Context: an optimization exercise on an open-source flow, tuned for small area and a short achievable clock period. The choices shown serve that exercise and are no tape-out recipe. At most, simulation tests tie the RTL to the original design; equivalence was not proved. Power figures rest on the tool's default switching activity, not on a simulated workload.

==> flow/design.v <==
`default_nettype none
package playfield_pkg;
    localparam int screen_width = 640;
    localparam int upper_bound  = 20;
    localparam int lower_bound  = 460;
    localparam int x_bits = 10;
    localparam int y_bits = 9;
    localparam logic [x_bits-1:0] x_offscreen = x_bits'(700);
    localparam logic [y_bits-1:0] y_offscreen = y_bits'(500);
    localparam int score_bits = 14;
    localparam logic [score_bits-1:0] score_max = score_bits'(9999);
    localparam logic [1:0] mode_idle = 2'd0;
    localparam logic [1:0] mode_run  = 2'd1;
endpackage
`default_nettype wire
`default_nettype none
package spawn_pkg;
    typedef union packed {
        struct packed {
            logic [7:0] placement;
            logic [7:0] gap;
            logic [7:0] height;
            logic [7:0] width;
        } byte_view;
        struct packed {
            logic [1:0]  zone;
            logic [5:0]  offset;
            logic [23:0] size_bytes;
        } edge_view;
    } spawn_rand_u;
    localparam logic [1:0] zone_upper = 2'd0;
    localparam logic [1:0] zone_lower = 2'd1;
    localparam logic [31:0] lfsr_seed = 32'h1d87_2b41;
    localparam logic [31:0] lfsr_taps = 32'h8020_0003;
    localparam int min_width  = 20;
    localparam int max_width  = 80;
    localparam int min_height = 20;
    localparam int max_height = 150;
    localparam int min_gap    = 80;
    localparam int max_gap    = 180;
    localparam int gap_bits   = 8;
    localparam int edge_zone = 60;
endpackage
`default_nettype wire
`default_nettype none
module spawn_rng (
    input  logic                              clk,
    input  logic                              rst_n,
    output logic [1:0]                        right_lo,
    output logic [7:0]                        right_hi,    
    output logic [playfield_pkg::y_bits-1:0]  top,
    output logic [playfield_pkg::y_bits-1:0]  bottom,
    output logic [5:0]                        wait_steps
);
    logic [31:0] lfsr;
    logic [31:0] lfsr_next;
    logic [5:0]  width_rem;
    logic [5:0]  n_width_rem;
    logic [8:0]  n_top;
    logic [8:0]  n_bottom;
    logic [5:0]  n_wait;
    assign lfsr_next = {lfsr[30:0], ^(lfsr & spawn_pkg::lfsr_taps)};
    spawn_shaper shaper_next (
        .rand_word  (lfsr_next),
        .width_rem  (n_width_rem),
        .top        (n_top),
        .bottom     (n_bottom),
        .wait_steps (n_wait)
    );
    assign right_lo = width_rem[1:0];
    assign right_hi = 8'd165 + 8'(width_rem[5:2]);
    always_ff @(posedge clk or negedge rst_n) begin
        if (!rst_n) begin
            lfsr <= spawn_pkg::lfsr_seed;
        end else begin
            lfsr <= lfsr_next;
        end
    end
    always_ff @(posedge clk) begin
        width_rem  <= n_width_rem;
        top        <= n_top;
        bottom     <= n_bottom;
        wait_steps <= n_wait;
    end
endmodule
`default_nettype wire
`default_nettype none
module spawn_shaper (
    input  spawn_pkg::spawn_rand_u                  rand_word,
    output logic [5:0]                              width_rem,   
    output logic [playfield_pkg::y_bits-1:0]        top,
    output logic [playfield_pkg::y_bits-1:0]        bottom,
    output logic [5:0]                              wait_steps   
);
    logic [7:0] b0, b1, b2, b3;
    logic [6:0] t0;      
    logic [7:0] t2;      
    logic [5:0] m0;      
    logic [7:0] m1;      
    logic [6:0] m2;      
    logic [5:0] eo;      
    logic [1:0] zone;
    assign b0 = rand_word.byte_view.width;
    assign b1 = rand_word.byte_view.height;
    assign b2 = rand_word.byte_view.gap;
    assign b3 = rand_word.byte_view.placement;
    assign zone = rand_word.edge_view.zone;
    assign t0 = 7'(b0[5:0]) + 7'(3 * b0[7:6]);
    assign t2 = 8'(b2[6:0]) + (b2[7] ? 8'd27 : 8'd0);
    assign m0 = (t0 >= 7'd61) ? 6'(t0 - 7'd61) : 6'(t0);
    assign m1 = (b1 >= 8'd131) ? b1 - 8'd131 : b1;
    assign m2 = (t2 >= 8'd101) ? 7'(t2 - 8'd101) : 7'(t2);
    assign eo = (b3[5:0] >= 6'd60) ? b3[5:0] - 6'd60 : b3[5:0];
    assign width_rem  = m0;
    assign wait_steps = 6'd20 + 6'((m2 + 7'd3) >> 2);
    logic [7:0] v;
    logic [8:0] a;
    assign v = zone[1] ? b3 : {2'b00, eo};
    assign a = 9'(m1) + 9'(v);
    always_comb begin
        if (zone == spawn_pkg::zone_lower) begin
            top    = 9'd440 - a;
            bottom = 9'd460 - 9'(v);
        end else begin
            top    = 9'd20 + 9'(v);
            bottom = 9'd40 + a;
        end
    end
endmodule
`default_nettype wire
`default_nettype none
module obstacle_slots #(
    parameter int NUM_OBSTACLES = 10
) (
    input  logic                                                   clk,
    input  logic                                                   rst_n,
    input  logic                                                   clear,
    input  logic                                                   advance,
    input  logic [NUM_OBSTACLES-1:0]                               pick,
    input  logic [1:0]                                             right_lo,
    input  logic [7:0]                                             right_hi,
    input  logic [playfield_pkg::y_bits-1:0]                       top,
    input  logic [playfield_pkg::y_bits-1:0]                       bottom,
    output logic [NUM_OBSTACLES-1:0]                               active,
    output logic                                                   retire,
    output logic [NUM_OBSTACLES-1:0][playfield_pkg::x_bits-1:0]    box_left,
    output logic [NUM_OBSTACLES-1:0][playfield_pkg::x_bits-1:0]    box_right,
    output logic [NUM_OBSTACLES-1:0][playfield_pkg::y_bits-1:0]    box_top,
    output logic [NUM_OBSTACLES-1:0][playfield_pkg::y_bits-1:0]    box_bottom
);
    localparam int y_w = playfield_pkg::y_bits;
    logic [NUM_OBSTACLES-1:0] visible;
    logic [NUM_OBSTACLES-1:0] hidden;    
    logic [NUM_OBSTACLES-1:0] at_zero;
    logic [7:0]               left_n  [NUM_OBSTACLES];
    logic [7:0]               right_n [NUM_OBSTACLES];
    logic [1:0]               rlo_n   [NUM_OBSTACLES];
    logic [y_w-1:0]           top_n   [NUM_OBSTACLES];
    logic [y_w-1:0]           bot_n   [NUM_OBSTACLES];
    always_comb begin
        for (int i = 0; i < NUM_OBSTACLES; i++) begin
            at_zero[i] = (left_n[i] == 8'hff);
        end
    end
    assign retire = |(active & at_zero);
    always_ff @(posedge clk or negedge rst_n) begin
        if (!rst_n) begin
            active  <= '0;
            visible <= '0;
            hidden  <= '1;
        end else if (clear) begin
            active  <= '0;
            visible <= '0;
            hidden  <= '1;
        end else if (advance) begin
            active  <= pick | (active & ~at_zero);
            visible <= active & ~at_zero;
            hidden  <= ~active | at_zero;
        end
    end
    always_ff @(posedge clk) begin
        for (int i = 0; i < NUM_OBSTACLES; i++) begin
            if (advance) begin
                left_n[i]  <= pick[i] ? ~8'd160   : left_n[i] + 8'd1;
                right_n[i] <= pick[i] ? ~right_hi : right_n[i] + 8'd1;
            end
            if (advance && pick[i]) begin
                rlo_n[i] <= ~right_lo;
                top_n[i] <= ~top;
                bot_n[i] <= ~bottom;
            end
        end
    end
    function automatic logic [9:0] show(input logic [9:0] edge_n, input logic [9:0] sentinel,
                                        input logic vis, input logic hid);
        for (int b = 0; b < 10; b++) begin
            show[b] = sentinel[b] ? ~(vis & edge_n[b]) : ~(hid | edge_n[b]);
        end
    endfunction
    always_comb begin
        for (int i = 0; i < NUM_OBSTACLES; i++) begin
            box_left[i]   = show({left_n[i], 2'b11}, 10'(playfield_pkg::x_offscreen),
                                 visible[i], hidden[i]);
            box_right[i]  = show({right_n[i], rlo_n[i]}, 10'(playfield_pkg::x_offscreen),
                                 visible[i], hidden[i]);
            box_top[i]    = y_w'(show(10'(top_n[i]), 10'(playfield_pkg::y_offscreen),
                                      visible[i], hidden[i]));
            box_bottom[i] = y_w'(show(10'(bot_n[i]), 10'(playfield_pkg::y_offscreen),
                                      visible[i], hidden[i]));
        end
    end
endmodule
`default_nettype wire
`default_nettype none
module obstacle_ctrl #(
    parameter int NUM_OBSTACLES = 10
) (
    input  logic                                   clk,
    input  logic                                   rst_n,
    input  logic [1:0]                             gamemode,
    input  logic [NUM_OBSTACLES-1:0]               active,
    input  logic                                   retire,
    input  logic [5:0]                             wait_steps,
    output logic                                   clear,
    output logic                                   advance,
    output logic [NUM_OBSTACLES-1:0]               pick,
    output logic [playfield_pkg::score_bits-1:0]   score
);
    logic [5:0]               steps;
    logic                     ready;
    assign clear   = (gamemode == playfield_pkg::mode_idle);
    assign advance = (gamemode == playfield_pkg::mode_run);
    assign ready   = (steps == 6'd0);
    always_comb begin
        logic lower_busy;
        lower_busy = ready;
        for (int i = 0; i < NUM_OBSTACLES; i++) begin
            pick[i]    = lower_busy && !active[i];
            lower_busy = lower_busy && active[i];
        end
    end
    logic [5:0]                              steps_run;
    logic [playfield_pkg::score_bits-1:0]    score_run;
    always_comb begin
        if (!ready) begin
            steps_run = steps - 6'd1;
        end else if (|pick) begin
            steps_run = wait_steps;
        end else begin
            steps_run = 6'd0;
        end
    end
    assign score_run = (retire && (score != playfield_pkg::score_max)) ? score + 1'b1 : score;
    always_ff @(posedge clk or negedge rst_n) begin
        if (!rst_n) begin
            steps <= 6'd20;
            score <= '0;
        end else if (clear) begin
            steps <= 6'd20;
            score <= '0;
        end else if (advance) begin
            steps <= steps_run;
            score <= score_run;
        end
    end
endmodule
`default_nettype wire
`default_nettype none
module obstacle_field #(
    parameter int NUM_OBSTACLES = 10,
    parameter int SCROLL_SPEED  = 4
) (
    input  logic                                                   clk,
    input  logic                                                   rst_n,
    input  logic [1:0]                                             gamemode,
    output logic [playfield_pkg::score_bits-1:0]                   score,
    output logic [NUM_OBSTACLES-1:0][playfield_pkg::x_bits-1:0]    box_left,
    output logic [NUM_OBSTACLES-1:0][playfield_pkg::x_bits-1:0]    box_right,
    output logic [NUM_OBSTACLES-1:0][playfield_pkg::y_bits-1:0]    box_top,
    output logic [NUM_OBSTACLES-1:0][playfield_pkg::y_bits-1:0]    box_bottom
);
    localparam int life_frames  = playfield_pkg::screen_width / SCROLL_SPEED + 1;
    localparam int min_interval = spawn_pkg::min_gap / SCROLL_SPEED + 1;
    localparam int max_on       = (life_frames + min_interval - 1) / min_interval;
    localparam int NUM_USED     = (max_on < NUM_OBSTACLES) ? max_on : NUM_OBSTACLES;
    logic [1:0]                       right_lo;
    logic [7:0]                       right_hi;
    logic [playfield_pkg::y_bits-1:0] top;
    logic [playfield_pkg::y_bits-1:0] bottom;
    logic [5:0]                       wait_steps;
    logic                             clear;
    logic                             advance;
    logic                             retire;
    logic [NUM_USED-1:0]              active;
    logic [NUM_USED-1:0]              pick;
    spawn_rng spawn_rng_inst (
        .clk        (clk),
        .rst_n      (rst_n),
        .right_lo   (right_lo),
        .right_hi   (right_hi),
        .top        (top),
        .bottom     (bottom),
        .wait_steps (wait_steps)
    );
    obstacle_ctrl #(
        .NUM_OBSTACLES (NUM_USED)
    ) obstacle_ctrl_inst (
        .clk        (clk),
        .rst_n      (rst_n),
        .gamemode   (gamemode),
        .active     (active),
        .retire     (retire),
        .wait_steps (wait_steps),
        .clear      (clear),
        .advance    (advance),
        .pick       (pick),
        .score      (score)
    );
    obstacle_slots #(
        .NUM_OBSTACLES (NUM_USED)
    ) obstacle_slots_inst (
        .clk        (clk),
        .rst_n      (rst_n),
        .clear      (clear),
        .advance    (advance),
        .pick       (pick),
        .right_lo   (right_lo),
        .right_hi   (right_hi),
        .top        (top),
        .bottom     (bottom),
        .active     (active),
        .retire     (retire),
        .box_left   (box_left[NUM_USED-1:0]),
        .box_right  (box_right[NUM_USED-1:0]),
        .box_top    (box_top[NUM_USED-1:0]),
        .box_bottom (box_bottom[NUM_USED-1:0])
    );
    for (genvar i = NUM_USED; i < NUM_OBSTACLES; i++) begin : g_never_used
        assign box_left[i]   = playfield_pkg::x_offscreen;
        assign box_right[i]  = playfield_pkg::x_offscreen;
        assign box_top[i]    = playfield_pkg::y_offscreen;
        assign box_bottom[i] = playfield_pkg::y_offscreen;
    end
endmodule
`default_nettype wire
Settings: LEC_CHECK=0, CAP_MARGIN=20, CORE_MARGIN=2, CORE_UTILIZATION=60, CTS_BUF_LIST=sky130_fd_sc_hd__clkbuf_8, SLEW_MARGIN=20; clock period 13.0 ns.
standard.sh (not shown) runs the stock make flow with config.mk's settings and CLKGATE_MAP_FILE= SYNTH_SCRIPT=/design/flow/synth_recipe.tcl, a recipe that flattens the netlist after the stock synthesis.
==> flow/flow/run.sh <==
#!/bin/bash
# Standard layout, with the smallest buffer on every port and timing repair
# aiming at a shorter period than the constraint asks.
set -euo pipefail
export BUFFER_PORTS_ARGS="-buffer_cell sky130_fd_sc_hd__buf_1"
export SETUP_SLACK_MARGIN=8
bash standard.sh > standard.log 2>&1
Rerun with:
--- a/flow/design.v
+++ b/flow/design.v
@@ -148,11 +148,10 @@
     output logic [NUM_OBSTACLES-1:0][playfield_pkg::y_bits-1:0]    box_top,
     output logic [NUM_OBSTACLES-1:0][playfield_pkg::y_bits-1:0]    box_bottom
 );
     localparam int y_w = playfield_pkg::y_bits;
     logic [NUM_OBSTACLES-1:0] visible;
-    logic [NUM_OBSTACLES-1:0] hidden;    
     logic [NUM_OBSTACLES-1:0] at_zero;
     logic [7:0]               left_n  [NUM_OBSTACLES];
     logic [7:0]               right_n [NUM_OBSTACLES];
     logic [1:0]               rlo_n   [NUM_OBSTACLES];
     logic [y_w-1:0]           top_n   [NUM_OBSTACLES];
@@ -165,19 +164,16 @@
     assign retire = |(active & at_zero);
     always_ff @(posedge clk or negedge rst_n) begin
         if (!rst_n) begin
             active  <= '0;
             visible <= '0;
-            hidden  <= '1;
         end else if (clear) begin
             active  <= '0;
             visible <= '0;
-            hidden  <= '1;
         end else if (advance) begin
             active  <= pick | (active & ~at_zero);
             visible <= active & ~at_zero;
-            hidden  <= ~active | at_zero;
         end
     end
     always_ff @(posedge clk) begin
         for (int i = 0; i < NUM_OBSTACLES; i++) begin
             if (advance) begin
@@ -189,26 +185,23 @@
                 top_n[i] <= ~top;
                 bot_n[i] <= ~bottom;
             end
         end
     end
-    function automatic logic [9:0] show(input logic [9:0] edge_n, input logic [9:0] sentinel,
-                                        input logic vis, input logic hid);
-        for (int b = 0; b < 10; b++) begin
-            show[b] = sentinel[b] ? ~(vis & edge_n[b]) : ~(hid | edge_n[b]);
-        end
-    endfunction
     always_comb begin
         for (int i = 0; i < NUM_OBSTACLES; i++) begin
-            box_left[i]   = show({left_n[i], 2'b11}, 10'(playfield_pkg::x_offscreen),
-                                 visible[i], hidden[i]);
-            box_right[i]  = show({right_n[i], rlo_n[i]}, 10'(playfield_pkg::x_offscreen),
-                                 visible[i], hidden[i]);
-            box_top[i]    = y_w'(show(10'(top_n[i]), 10'(playfield_pkg::y_offscreen),
-                                      visible[i], hidden[i]));
-            box_bottom[i] = y_w'(show(10'(bot_n[i]), 10'(playfield_pkg::y_offscreen),
-                                      visible[i], hidden[i]));
+            if (visible[i]) begin
+                box_left[i]   = {~left_n[i], 2'b00};
+                box_right[i]  = ~{right_n[i], rlo_n[i]};
+                box_top[i]    = ~top_n[i];
+                box_bottom[i] = ~bot_n[i];
+            end else begin
+                box_left[i]   = playfield_pkg::x_offscreen;
+                box_right[i]  = playfield_pkg::x_offscreen;
+                box_top[i]    = playfield_pkg::y_offscreen;
+                box_bottom[i] = playfield_pkg::y_offscreen;
+            end
         end
     end
 endmodule
 `default_nettype wire
 `default_nettype none
@@ -237,32 +230,30 @@
         for (int i = 0; i < NUM_OBSTACLES; i++) begin
             pick[i]    = lower_busy && !active[i];
             lower_busy = lower_busy && active[i];
         end
     end
-    logic [5:0]                              steps_run;
-    logic [playfield_pkg::score_bits-1:0]    score_run;
-    always_comb begin
-        if (!ready) begin
-            steps_run = steps - 6'd1;
-        end else if (|pick) begin
-            steps_run = wait_steps;
-        end else begin
-            steps_run = 6'd0;
+    always_ff @(posedge clk or negedge rst_n) begin
+        if (!rst_n) begin
+            steps <= 6'd20;
+        end else if (clear) begin
+            steps <= 6'd20;
+        end else if (advance) begin
+            if (|pick) begin
+                steps <= wait_steps;
+            end else if (!ready) begin
+                steps <= steps - 6'd1;
+            end
         end
     end
-    assign score_run = (retire && (score != playfield_pkg::score_max)) ? score + 1'b1 : score;
     always_ff @(posedge clk or negedge rst_n) begin
         if (!rst_n) begin
-            steps <= 6'd20;
             score <= '0;
         end else if (clear) begin
-            steps <= 6'd20;
             score <= '0;
-        end else if (advance) begin
-            steps <= steps_run;
-            score <= score_run;
+        end else if (advance && retire && (score != playfield_pkg::score_max)) begin
+            score <= score + 1'b1;
         end
     end
 endmodule
 `default_nettype wire
 `default_nettype none
- non-clock buffer count came out higher by 6
- cell area barely changes
- hold slack is about the same
- area after synthesis hardly moves
- via count stays flat
- clock power came out higher by about 0.4%
- sequential share of layout area came out lower by 0.99 points
- clock skew came out higher by 14 ps
- sequential power is about the same
- critical path depth came out lower by 5
- total power came out lower by 1.4%
- fmax came out lower by 2.1%
- die area stays flat
- global-route usage came out lower by 0.25 points
For the first run of this note, only the layout was checked, not whether the RTL still works.

-- static timing again, ports no longer ideal --
In the flow no input, the clock included, has a driving cell. The finished layouts below were timed again as built, in two steps.
Step 1: set_driving_cell puts a clkbuf_16 on clk and a buf_2 on each other input, an assumption about the parent block.
Step 2, shift: input delay + t, output delay - t, t = (earliest + latest rising clock arrival at the registers) / 2. This alone moves slack from input paths to output paths.
Three values: ideal ports, drivers, drivers and shift; two values: the first two.
run	t, ns	slack for setup (ns)	worst hold slack (ns)	slew at the worst register clock pin (ns)
the first run	0.607	8.377 / 8.375 / 7.789	0.379 / 0.379 / 0.379	0.06 / 0.06
the second run	0.612	8.278 / 8.245 / 7.735	0.378 / 0.378 / 0.378	0.07 / 0.07
After both steps every run listed still meets setup and hold. For the first run, which loses most, drivers alone change the setup slack by -0.002 ns; drivers and shift together by -0.588 ns.
